Background: an optimization exercise with open tools, aiming at small area, a short achievable clock period and few clock cycles. Do not read the settings as production practice. In this exercise RTL edits were held to simulation tests only and were not proved equivalent to the original. Power and IR drop assume default switching activity.

==> flow/design.v (excerpt) <==
module genetic_generation_engine_core (
  input  wire logic clk,
  input  wire logic rst,
  input  wire logic in_valid,
  output logic      in_ready,
  input  wire logic [11:0] in_data,
  output logic      out_valid,
  input  wire logic out_ready,
  output logic [16:0] out_data,
  input  wire logic cfg_valid,
  output logic      cfg_ready,
  input  wire logic [1:0] cfg_index,
  input  wire logic [31:0] cfg_data
);
For scale: roughly 2800 cells after synthesis, ~350 flip-flops, ~71 I/O pins, about 26000 sq um of cells after synthesis.
make LEC_CHECK=0 CAP_MARGIN=20 CORE_MARGIN=2 CORE_UTILIZATION=40 SETUP_SLACK_MARGIN=2.5 SLEW_MARGIN=20 finish   # period 8.0 ns
run.sh (not shown) runs the stock make flow with config.mk's settings and CLKGATE_MAP_FILE= SYNTH_SCRIPT=/design/flow/synth_recipe.tcl, a recipe that flattens the netlist after the stock synthesis.
Testbench counts at the start, summed over its fixed seeds: cycles 4,704.
==> next run, changes <==
--- a/flow/design.v
+++ b/flow/design.v
@@ -39,16 +39,21 @@
         l[i] = l[i + w] | (~g[i + w] & l[i]);
         g[i] = g[i + w] | (~l[i + w] & g[i]);
       end
     lt7 = l[0];
   endfunction
   function automatic logic [3:0] ones8(input logic [7:0] v);
-    logic [3:0] n;
-    n = '0;
-    for (int b = 0; b < 8; b++) n = n + {3'd0, v[b]};
-    ones8 = n;
+    logic [1:0] a, b, c, d;
+    logic [2:0] ab, cd;
+    a = {1'b0, v[0]} + {1'b0, v[1]};
+    b = {1'b0, v[2]} + {1'b0, v[3]};
+    c = {1'b0, v[4]} + {1'b0, v[5]};
+    d = {1'b0, v[6]} + {1'b0, v[7]};
+    ab = {1'b0, a} + {1'b0, b};
+    cd = {1'b0, c} + {1'b0, d};
+    ones8 = {1'b0, ab} + {1'b0, cd};
   endfunction
   function automatic logic [5:0] rstep(input logic [5:0] r, input logic b, input logic [6:0] d);
     logic [7:0] t;
     t = {1'b0, r, b} - {1'b0, d};
     rstep = t[7] ? {r[4:0], b} : t[5:0];
   endfunction
=>
- cell count decreases slightly
- wire length decreases slightly
- core utilization barely changes
- area after synthesis is about the same
- global-route usage decreases by 0.42 points
- power increases slightly
Testbench counts after the change, summed over its fixed seeds: cycles 4,704.

--- another note on this design; it stands on its own ---

red:
// genetic_generation_engine_core
module genetic_generation_engine_core (
  input  wire logic clk,
  input  wire logic rst,
  input  wire logic in_valid,
  output logic      in_ready,
  input  wire logic [11:0] in_data,
  output logic      out_valid,
  input  wire logic out_ready,
  output logic [16:0] out_data,
  input  wire logic cfg_valid,
  output logic      cfg_ready,
  input  wire logic [1:0] cfg_index,
  input  wire logic [31:0] cfg_data
);
==> flow/config.mk <==
export PLATFORM = sky130hd
export DESIGN_NAME = genetic_generation_engine_core
export DESIGN_NICKNAME = genetic_generation_engine_core
export VERILOG_FILES = /design/flow/design.v
export SDC_FILE = /design/flow/constraint.sdc
export NUM_CORES = 4
export LEC_CHECK = 0
export CAP_MARGIN = 20
export CORE_MARGIN = 2
export CORE_UTILIZATION = 40
export SETUP_SLACK_MARGIN = 3.2
export SLEW_MARGIN = 20
==> flow/constraint.sdc <==
create_clock -name core_clock -period 8.0 [get_ports {clk}]
set_input_delay 1.6000 -clock core_clock [delete_from_list [all_inputs] [get_ports {clk}]]
set_output_delay 1.6000 -clock core_clock [all_outputs]
set_load 0.01 [all_outputs]
run.sh (not shown) runs the stock make flow with config.mk's settings and CLKGATE_MAP_FILE= SYNTH_SCRIPT=/design/flow/synth_recipe.tcl, a recipe that flattens the netlist after the stock synthesis.
Testbench counts of red, summed over its fixed seeds: cycles 4,704.
Changes in blue relative to red:
Settings: putting ABC_AREA at 1 where nothing was set; swapping 3.2 for 2.5 in SETUP_SLACK_MARGIN.
[summary]
Compared with red, blue shows site row count higher by 2.
[compare] base=red new=blue: post-synthesis instance area +3.4%; final-layout clock buffer total +11%; clock-cell share of area -0.36 points; tap cell count +2.1%.
Input-level comparison between green and blue:
Settings: swapping 2.5 for 3.2 in SETUP_SLACK_MARGIN; clearing ABC_AREA, which used to be 1; putting TNS_END_PERCENT at 5 where nothing was set.
Notes after the runs:
Measured against green, the number of fill cells of blue comes out at 1.13 times the reference value. green vs blue — part of the total power dissipated in the clock network dropped 1.4 points. green finished all stages; the layout is clean. Of blue and green, the lower height of the chip belongs to green. On green: aggregate routed wire length is about 7.5% lower than what blue gave. Proportion of total power due to net switching is lower on green.
Input-level comparison between orange and green:
Settings: a change of SETUP_SLACK_MARGIN from 3.2 to 3.8.
Notes after the runs:
The final layout from orange, which completed every stage, passed the timing, DRC and antenna checks at the end of the flow. Of green and orange, the higher sum of routed wire length over all layers belongs to orange. orange: power is 6.0% higher than what green reported. On worst slack on hold paths, green and orange are basically level. As far as die area is concerned, orange and green perform about the same. Re count of max-cap constraint violations: no difference whatsoever between green and orange. In the flow results for green and orange, the growth of design area from synthesis to finish is larger on orange.

build 64:
Starting RTL as in the previous note.
clock: 8.0 ns
lec_check: 0
cap_margin: 20
core_margin: 2
core_utilization: 40
setup_slack_margin: 4.2
slew_margin: 20
Build 64: PASS, flow complete, no timing, DRC or antenna violations
Testbench counts of build 64, summed over its fixed seeds: cycles 4,704.
Changes in build 67 relative to build 64:
- swapping 4.2 for 3.8 in SETUP_SLACK_MARGIN
==> run notes <==
Build 64 has higher area occupied by registers than build 67.
Build 67 ran to completion and came out clean on the timing, DRC and antenna checks.
Build 67 vs build 64 on met3 routing resource usage after global routing: build 67 is the lower one.
Clock slew at the register clock pins of the worst setup and hold paths: build 64 vs build 67, no meaningful difference
Between build 67 and build 64, it is build 67 whose minimum clock period is lower, by 8.0 ps.
Combinational power was lower in build 67 than in build 64.
Summary of build 67 over build 64: clock network area share shows an increase of 0.40 points, via count shows a reduction of 491.
Per the comparison of build 67 with build 64, slack of the critical path went up by 8.0 ps, met2 layer usage reported by global route went down by 1.5 points, combined global-route utilization of all metal layers went down by 0.51 points.

==> port drivers added, routing unchanged <==
No port has a modelled driver above. Below, the same layouts with a new extraction and two added sets of constraints. Step 1: set_driving_cell puts a clkbuf_16 on clk and a buf_2 on each other input, an assumption about the parent block. Step 2 moves the port delays by t, midway between the first and last clock arrival at a register: inputs arrive t later, outputs are due t later. That takes back most of the time a late clock gives input paths. Three values: ideal, step 1, step 2; two values: the first two.
| run | t (ns) | setup WS [ns] | hold slack, ns | pins driven straight from the clock port |
|---|---|---|---|---|
| the first run of note 1 | 0.653 | 2.795 / 2.795 / 2.427 | 0.454 / 0.454 / 0.454 | 1 |
| the second run of note 1 | 0.647 | 2.727 / 2.727 / 2.274 | 0.479 / 0.479 / 0.479 | 1 |
| red | 0.653 | 3.109 / 3.109 / 2.752 | 0.465 / 0.465 / 0.465 | 1 |
| blue | 0.639 | 2.616 / 2.659 / 2.020 | 0.476 / 0.476 / 0.476 | 1 |
| green | 0.637 | 3.108 / 3.116 / 2.509 | 0.477 / 0.477 / 0.477 | 1 |
| orange | 0.644 | 3.098 / 3.125 / 2.481 | 0.476 / 0.476 / 0.476 | 1 |
| build 64 | 0.631 | 3.280 / 3.280 / 3.222 | 0.469 / 0.469 / 0.469 | 1 |
| build 67 | 0.624 | 3.288 / 3.288 / 3.174 | 0.473 / 0.473 / 0.473 | 1 |
After both steps setup and hold are still met in every run listed. The setup slack of orange, which loses most, moves by +0.027 ns with the drivers and by -0.617 ns with both steps.
